Context: an optimization exercise on an open-source flow, tuned for small area, a short achievable clock period and few clock cycles. The choices shown serve that exercise and are no tape-out recipe.
In this exercise RTL edits were held to simulation tests only and were not proved equivalent to the original.
Power figures rest on the tool's default switching activity, not on a simulated workload.

==> maple <==
// core_top
module core_top (
  input  logic            clk,
  input  logic            rstn,
  input  core_pkg::word_t instr,
  output core_pkg::word_t pc,
  output core_pkg::word_t data_addr,
  output core_pkg::word_t wdata,
  output core_pkg::strb_t data_we,
  output logic            load,
  input  core_pkg::word_t rdata,
  input  logic            mem_done,
  output logic            illegal
);
  logic is_lui, is_auipc, is_jal, is_jalr, is_branch, is_load, is_store, is_op, is_opimm;
  logic uses_rs1, uses_rs2, writes_rd, valid;
  core_pkg::word_t imm_i, imm_s, imm_u, imm_pc;
  core_pkg::reg_idx_t rs1, rs2, rd;
  logic [2:0] funct3;
  core_pkg::word_t rf_rs1, rf_rs2, rs1_val, rs2_val, pc_plus4, pc_imm;
  core_pkg::word_t a_d, b_d, c_d;
  logic fwd1, fwd2, predict;
  logic e_valid, e_load, e_store, e_branch, e_jalr, e_wr, e_ldw, e_sub, e_arith, e_pred;
  core_pkg::reg_idx_t e_rd;
  logic [2:0] e_funct3;
  core_pkg::word_t a, b, c;
  core_pkg::word_t sum, alu_res, e_result, load_data;
  logic eq, lt, ltu, cond, taken, redirect;
  logic hold, advance, issue, ld_wb, wr_en;
  core_pkg::reg_idx_t ld_rd, wr_idx;
  logic [2:0] ld_funct3;
  core_pkg::word_t wr_data;
  core_pkg::strb_t strb;
  assign rs1    = instr[19:15];
  assign rs2    = instr[24:20];
  assign rd     = instr[11:7];
  assign funct3 = instr[14:12];
  rv_decoder u_decoder (
    .instr(instr), .is_lui(is_lui), .is_auipc(is_auipc), .is_jal(is_jal),
    .is_jalr(is_jalr), .is_branch(is_branch), .is_load(is_load), .is_store(is_store),
    .is_op(is_op), .is_opimm(is_opimm), .uses_rs1(uses_rs1), .uses_rs2(uses_rs2),
    .writes_rd(writes_rd), .valid(valid), .imm_i(imm_i), .imm_s(imm_s), .imm_u(imm_u),
    .imm_pc(imm_pc)
  );
  int_reg_file u_regs (
  ...
export LEC_CHECK = 0
export CAP_MARGIN = 20
export CORE_MARGIN = 2
export CORE_UTILIZATION = 40
export PLACE_DENSITY = 0.6
export SETUP_SLACK_MARGIN = 5
export SLEW_MARGIN = 20
create_clock -name core_clock -period 12.0 [get_ports {clk}]
run.sh (not shown) runs the stock make flow with config.mk's settings and CLKGATE_MAP_FILE= SYNTH_SCRIPT=/design/flow/synth_recipe.tcl, a recipe that flattens the netlist after the stock synthesis.
==> onyx (differences from maple) <==
--- a/flow/design.v
+++ b/flow/design.v
@@ -201,25 +201,26 @@
   input  logic               e_valid,
   input  logic               e_mem,
   input  logic               e_ldw,
   input  logic               e_wr,
   input  core_pkg::reg_idx_t e_rd,
   input  logic [2:0]         e_funct3,
   input  logic               redirect,
   input  logic               mem_done,
+  output logic               pend,
   output logic               hold,
   output logic               advance,
   output logic               issue,
   output logic               ld_wb,
   output core_pkg::reg_idx_t ld_rd,
   output logic [2:0]         ld_funct3,
   output logic               illegal
 );
-  logic pend, pend_load;
+  logic pend_load;
   logic dep1, dep2, dep;
   assign dep1 = (rs1 != 5'd0) && ((pend_load && rs1 == ld_rd) || (e_valid && e_ldw && rs1 == e_rd));
   assign dep2 = (rs2 != 5'd0) && ((pend_load && rs2 == ld_rd) || (e_valid && e_ldw && rs2 == e_rd));
   assign dep  = (uses_rs1 && dep1) || (uses_rs2 && dep2);
   assign hold = e_valid && ((e_mem && pend && !mem_done) ||
                             (e_wr && pend_load && (mem_done || e_rd == ld_rd)));
   assign advance = !illegal && valid && !redirect && !hold && !dep;
   assign issue   = e_valid && e_mem && !hold;
@@ -268,19 +269,19 @@
   logic [2:0] funct3;
   core_pkg::word_t rf_rs1, rf_rs2, rs1_val, rs2_val, pc_plus4, pc_imm;
   core_pkg::word_t a_d, b_d, c_d;
   logic fwd1, fwd2, predict;
   logic e_valid, e_load, e_store, e_branch, e_jalr, e_wr, e_ldw, e_sub, e_arith, e_pred;
   core_pkg::reg_idx_t e_rd;
   logic [2:0] e_funct3;
   core_pkg::word_t a, b, c;
-  core_pkg::word_t sum, alu_res, e_result, load_data;
+  core_pkg::word_t sum, addr, alu_res, e_result, load_data;
   logic eq, lt, ltu, cond, taken, redirect;
-  logic hold, advance, issue, ld_wb, wr_en;
+  logic hold, advance, issue, ld_wb, wr_en, pend, mem_free;
   core_pkg::reg_idx_t ld_rd, wr_idx;
   logic [2:0] ld_funct3;
   core_pkg::word_t wr_data;
   core_pkg::strb_t strb;
   assign rs1    = instr[19:15];
   assign rs2    = instr[24:20];
   assign rd     = instr[11:7];
   assign funct3 = instr[14:12];
@@ -352,40 +353,42 @@
       b        <= b_d;
       c        <= c_d;
     end
   end
   always_ff @(posedge clk) begin
     if (!rstn) begin
       pc <= '0;
     end else if (redirect) begin
-      pc <= e_branch ? c : {sum[31:1], 1'b0};
+      pc <= e_branch ? c : {addr[31:1], 1'b0};
     end else if (advance) begin
       pc <= (is_jal || predict) ? pc_imm : pc_plus4;
     end
   end
   alu u_alu (
     .a(a), .b(b), .funct3(e_funct3), .sub(e_sub), .arith(e_arith),
     .sum(sum), .result(alu_res), .eq(eq), .lt(lt), .ltu(ltu)
   );
+  assign addr = a + b;
   assign cond     = e_funct3[2] ? (e_funct3[1] ? ltu : lt) : eq;
   assign taken    = cond ^ e_funct3[0];
   assign redirect = e_valid && !hold && (e_jalr || (e_branch && (taken ^ e_pred)));
   assign e_result = e_jalr ? c : alu_res;
   core_control u_control (
     .clk(clk), .rstn(rstn), .valid(valid), .uses_rs1(uses_rs1), .uses_rs2(uses_rs2),
     .rs1(rs1), .rs2(rs2), .e_valid(e_valid), .e_mem(e_load || e_store), .e_ldw(e_ldw),
     .e_wr(e_wr), .e_rd(e_rd), .e_funct3(e_funct3), .redirect(redirect),
-    .mem_done(mem_done), .hold(hold), .advance(advance), .issue(issue), .ld_wb(ld_wb),
+    .mem_done(mem_done), .pend(pend), .hold(hold), .advance(advance), .issue(issue), .ld_wb(ld_wb),
     .ld_rd(ld_rd), .ld_funct3(ld_funct3), .illegal(illegal)
   );
   lsu u_lsu (
     .st_funct3(e_funct3), .ld_funct3(ld_funct3), .rdata(rdata), .strb(strb),
     .load_data(load_data)
   );
   assign wr_en   = ld_wb || (e_valid && e_wr && !hold);
   assign wr_idx  = ld_wb ? ld_rd : e_rd;
   assign wr_data = ld_wb ? load_data : e_result;
-  assign data_addr = sum;
+  assign data_addr = addr;
   assign wdata     = c;
-  assign load      = issue && e_load;
-  assign data_we   = (issue && e_store) ? strb : 4'd0;
+  assign mem_free  = !pend || mem_done;
+  assign load      = e_valid && e_load && mem_free;
+  assign data_we   = strb & {4{e_valid && e_store && mem_free}};
 endmodule
==> flow/flow/run.sh (new file) <==
#!/bin/bash
# Standard layout (the standard.sh: standard synthesis, floorplan, placement, CTS,
# routing), with these changes to how it is made; the SDC (clock period, I/O delays,
# output load) is the design's, unchanged:
#  - port buffers are buf_4 instead of the default, slower, buffer choice.
set -euo pipefail
bash standard.sh SETUP_SLACK_MARGIN=9 TNS_END_PERCENT=0 SKIP_GATE_CLONING=1 \
  "BUFFER_PORTS_ARGS=-buffer_cell sky130_fd_sc_hd__buf_4" finish > standard_flow.log 2>&1
==> flow/standard.sh (new file) <==
#!/bin/bash
# synth_recipe.tcl (not shown) runs the flow's synth.tcl, then flattens the netlist and writes it again
# the make line also repeats each setting of config.mk as NAME=value (left out here)
make -C /OpenROAD-flow-scripts/flow DESIGN_CONFIG=/design/flow/config.mk WORK_HOME=/design/flow/orfs CLKGATE_MAP_FILE= SYNTH_SCRIPT=/design/flow/synth_recipe.tcl "${@:-finish}"
==> flow/config.mk (replaced) <==
export PLATFORM = sky130hd
export DESIGN_NAME = core_top
export DESIGN_NICKNAME = core_top
export VERILOG_FILES = /design/flow/design.v
export SDC_FILE = /design/flow/constraint.sdc
export NUM_CORES = 4
export LEC_CHECK = 0
export ABC_AREA = 1
export CAP_MARGIN = 20
export CORE_MARGIN = 2
export CORE_UTILIZATION = 40
export CTS_CLUSTER_DIAMETER = 100
export CTS_CLUSTER_SIZE = 20
export PLACE_DENSITY = 0.6
export SLEW_MARGIN = 20
removed: flow/run.sh
==> juniper (differences from maple) <==
--- a/flow/design.v
+++ b/flow/design.v
@@ -201,25 +201,26 @@
   input  logic               e_valid,
   input  logic               e_mem,
   input  logic               e_ldw,
   input  logic               e_wr,
   input  core_pkg::reg_idx_t e_rd,
   input  logic [2:0]         e_funct3,
   input  logic               redirect,
   input  logic               mem_done,
+  output logic               pend,
   output logic               hold,
   output logic               advance,
   output logic               issue,
   output logic               ld_wb,
   output core_pkg::reg_idx_t ld_rd,
   output logic [2:0]         ld_funct3,
   output logic               illegal
 );
-  logic pend, pend_load;
+  logic pend_load;
   logic dep1, dep2, dep;
   assign dep1 = (rs1 != 5'd0) && ((pend_load && rs1 == ld_rd) || (e_valid && e_ldw && rs1 == e_rd));
   assign dep2 = (rs2 != 5'd0) && ((pend_load && rs2 == ld_rd) || (e_valid && e_ldw && rs2 == e_rd));
   assign dep  = (uses_rs1 && dep1) || (uses_rs2 && dep2);
   assign hold = e_valid && ((e_mem && pend && !mem_done) ||
                             (e_wr && pend_load && (mem_done || e_rd == ld_rd)));
   assign advance = !illegal && valid && !redirect && !hold && !dep;
   assign issue   = e_valid && e_mem && !hold;
@@ -270,17 +271,17 @@
   core_pkg::word_t a_d, b_d, c_d;
   logic fwd1, fwd2, predict;
   logic e_valid, e_load, e_store, e_branch, e_jalr, e_wr, e_ldw, e_sub, e_arith, e_pred;
   core_pkg::reg_idx_t e_rd;
   logic [2:0] e_funct3;
   core_pkg::word_t a, b, c;
   core_pkg::word_t sum, alu_res, e_result, load_data;
   logic eq, lt, ltu, cond, taken, redirect;
-  logic hold, advance, issue, ld_wb, wr_en;
+  logic hold, advance, issue, ld_wb, wr_en, pend, mem_free;
   core_pkg::reg_idx_t ld_rd, wr_idx;
   logic [2:0] ld_funct3;
   core_pkg::word_t wr_data;
   core_pkg::strb_t strb;
   assign rs1    = instr[19:15];
   assign rs2    = instr[24:20];
   assign rd     = instr[11:7];
   assign funct3 = instr[14:12];
@@ -369,23 +370,24 @@
   assign cond     = e_funct3[2] ? (e_funct3[1] ? ltu : lt) : eq;
   assign taken    = cond ^ e_funct3[0];
   assign redirect = e_valid && !hold && (e_jalr || (e_branch && (taken ^ e_pred)));
   assign e_result = e_jalr ? c : alu_res;
   core_control u_control (
     .clk(clk), .rstn(rstn), .valid(valid), .uses_rs1(uses_rs1), .uses_rs2(uses_rs2),
     .rs1(rs1), .rs2(rs2), .e_valid(e_valid), .e_mem(e_load || e_store), .e_ldw(e_ldw),
     .e_wr(e_wr), .e_rd(e_rd), .e_funct3(e_funct3), .redirect(redirect),
-    .mem_done(mem_done), .hold(hold), .advance(advance), .issue(issue), .ld_wb(ld_wb),
+    .mem_done(mem_done), .pend(pend), .hold(hold), .advance(advance), .issue(issue), .ld_wb(ld_wb),
     .ld_rd(ld_rd), .ld_funct3(ld_funct3), .illegal(illegal)
   );
   lsu u_lsu (
     .st_funct3(e_funct3), .ld_funct3(ld_funct3), .rdata(rdata), .strb(strb),
     .load_data(load_data)
   );
   assign wr_en   = ld_wb || (e_valid && e_wr && !hold);
   assign wr_idx  = ld_wb ? ld_rd : e_rd;
   assign wr_data = ld_wb ? load_data : e_result;
   assign data_addr = sum;
   assign wdata     = c;
-  assign load      = issue && e_load;
-  assign data_we   = (issue && e_store) ? strb : 4'd0;
+  assign mem_free  = !pend || mem_done;
+  assign load      = e_valid && e_load && mem_free;
+  assign data_we   = strb & {4{e_valid && e_store && mem_free}};
 endmodule
==> flow/flow/run.sh (new file) <==
#!/bin/bash
set -euo pipefail
bash standard.sh SETUP_SLACK_MARGIN=7 TNS_END_PERCENT=10 finish > standard_flow.log 2>&1
==> flow/standard.sh (new file) <==
#!/bin/bash
# synth_recipe.tcl (not shown) runs the flow's synth.tcl, then flattens the netlist and writes it again
# the make line also repeats each setting of config.mk as NAME=value (left out here)
make -C /OpenROAD-flow-scripts/flow DESIGN_CONFIG=/design/flow/config.mk WORK_HOME=/design/flow/orfs CLKGATE_MAP_FILE= SYNTH_SCRIPT=/design/flow/synth_recipe.tcl "${@:-finish}"
==> flow/config.mk (replaced) <==
export PLATFORM = sky130hd
export DESIGN_NAME = core_top
export DESIGN_NICKNAME = core_top
export VERILOG_FILES = /design/flow/design.v
export SDC_FILE = /design/flow/constraint.sdc
export NUM_CORES = 4
export LEC_CHECK = 0
export CAP_MARGIN = 20
export CORE_MARGIN = 2
export CORE_UTILIZATION = 40
export PLACE_DENSITY = 0.6
export SLEW_MARGIN = 20
removed: flow/run.sh
==> summary of the runs <==
Between onyx and juniper, the lower sequential power is in onyx (gap about 1%, measured against juniper).
The highest sequential share of layout area belongs to maple, the lowest to onyx.
onyx passed the timing, design-rule and antenna checks. juniper completed and failed the layout checks on max-capacitance violations, max-slew violations. maple produced a clean layout.
The highest routed wire length belongs to onyx, the lowest to maple.
The lowest global-route usage belongs to maple, the highest to onyx.
The highest combinational power belongs to onyx, the lowest to maple.
==> figures <==
| quantity | onyx | juniper | maple |
|---|---|---|---|
| Largest net degree at the start of global routing | 74 | 84 | 60 |
| Last weighted congestion value of the routability-driven placer | 1.06 | 1.07 | 1.05 |
| Routed wire per std cell | 41.1 um | 43.5 um | 42.8 um |
| Number of tap cells inserted | 2,072 | 2,016 | 2,016 |
| Initial DRC count | 13,965 | 13,298 | 12,947 |
| Via Count | 64,877 | 56,877 | 56,068 |
| Standby leakage power | 28.6 nW | 25.4 nW | 24.8 nW |
| Post-synthesis compound-gate area fraction | 16.5% | 22.2% | 22.2% |
| Post CTS Setup Buffer Count | 98 | 126 | 4 |
| DP Area | 0.0683 mm^2 | 0.0655 mm^2 | 0.0658 mm^2 |
| Outcome | complete, no violations | failed layout checks | complete, no violations |
| Violated checks | - | max-capacitance violations, max-slew violations | - |
| Cell internal power dissipation | 6.17 mW | 7.18 mW | 7.19 mW |
Testbench counts of maple, summed over its fixed seeds: cycles 37,361.
Testbench counts of onyx, summed over its fixed seeds: cycles 37,361.
Testbench counts of juniper, summed over its fixed seeds: cycles 37,361.

afterwards: timing with drivers on the ports:
Ports are ideal in the flow. The routed layouts listed here were re-timed in OpenROAD.
Step 1 (the two cells are an assumption about what drives the block):
set clk [get_ports {clk}]
set_driving_cell -lib_cell sky130_fd_sc_hd__clkbuf_16 $clk
set_driving_cell -lib_cell sky130_fd_sc_hd__buf_2 [delete_from_list [all_inputs] $clk]
Step 2 times the ports against the registers' clock, not the clock port: input delays grow and output delays shrink by t, the midpoint of the rising clock arrivals with the driver on.
Three values: no drivers, after step 1, after step 2; two values: the first two.
| run | shift t [ns] | setup WS [ns] | hold slack, ns | worst setup path at the end | clock arrival spread, ns |
|---|---|---|---|---|---|
| maple | 0.817 | 4.975 / 4.895 / 4.276 | 0.538 / 0.538 / 0.538 | input to register | 0.047 / 0.046 |
| onyx | 0.807 | 6.018 / 6.076 / 5.268 | 0.540 / 0.540 / 0.540 | input to register | 0.065 / 0.065 |
| juniper | 0.844 | 5.824 / 5.738 / 5.328 | 0.531 / 0.531 / 0.531 | input to register | 0.079 / 0.078 |
The setup slack of onyx, which loses most, moves by +0.058 ns with the drivers and by -0.750 ns with both steps.
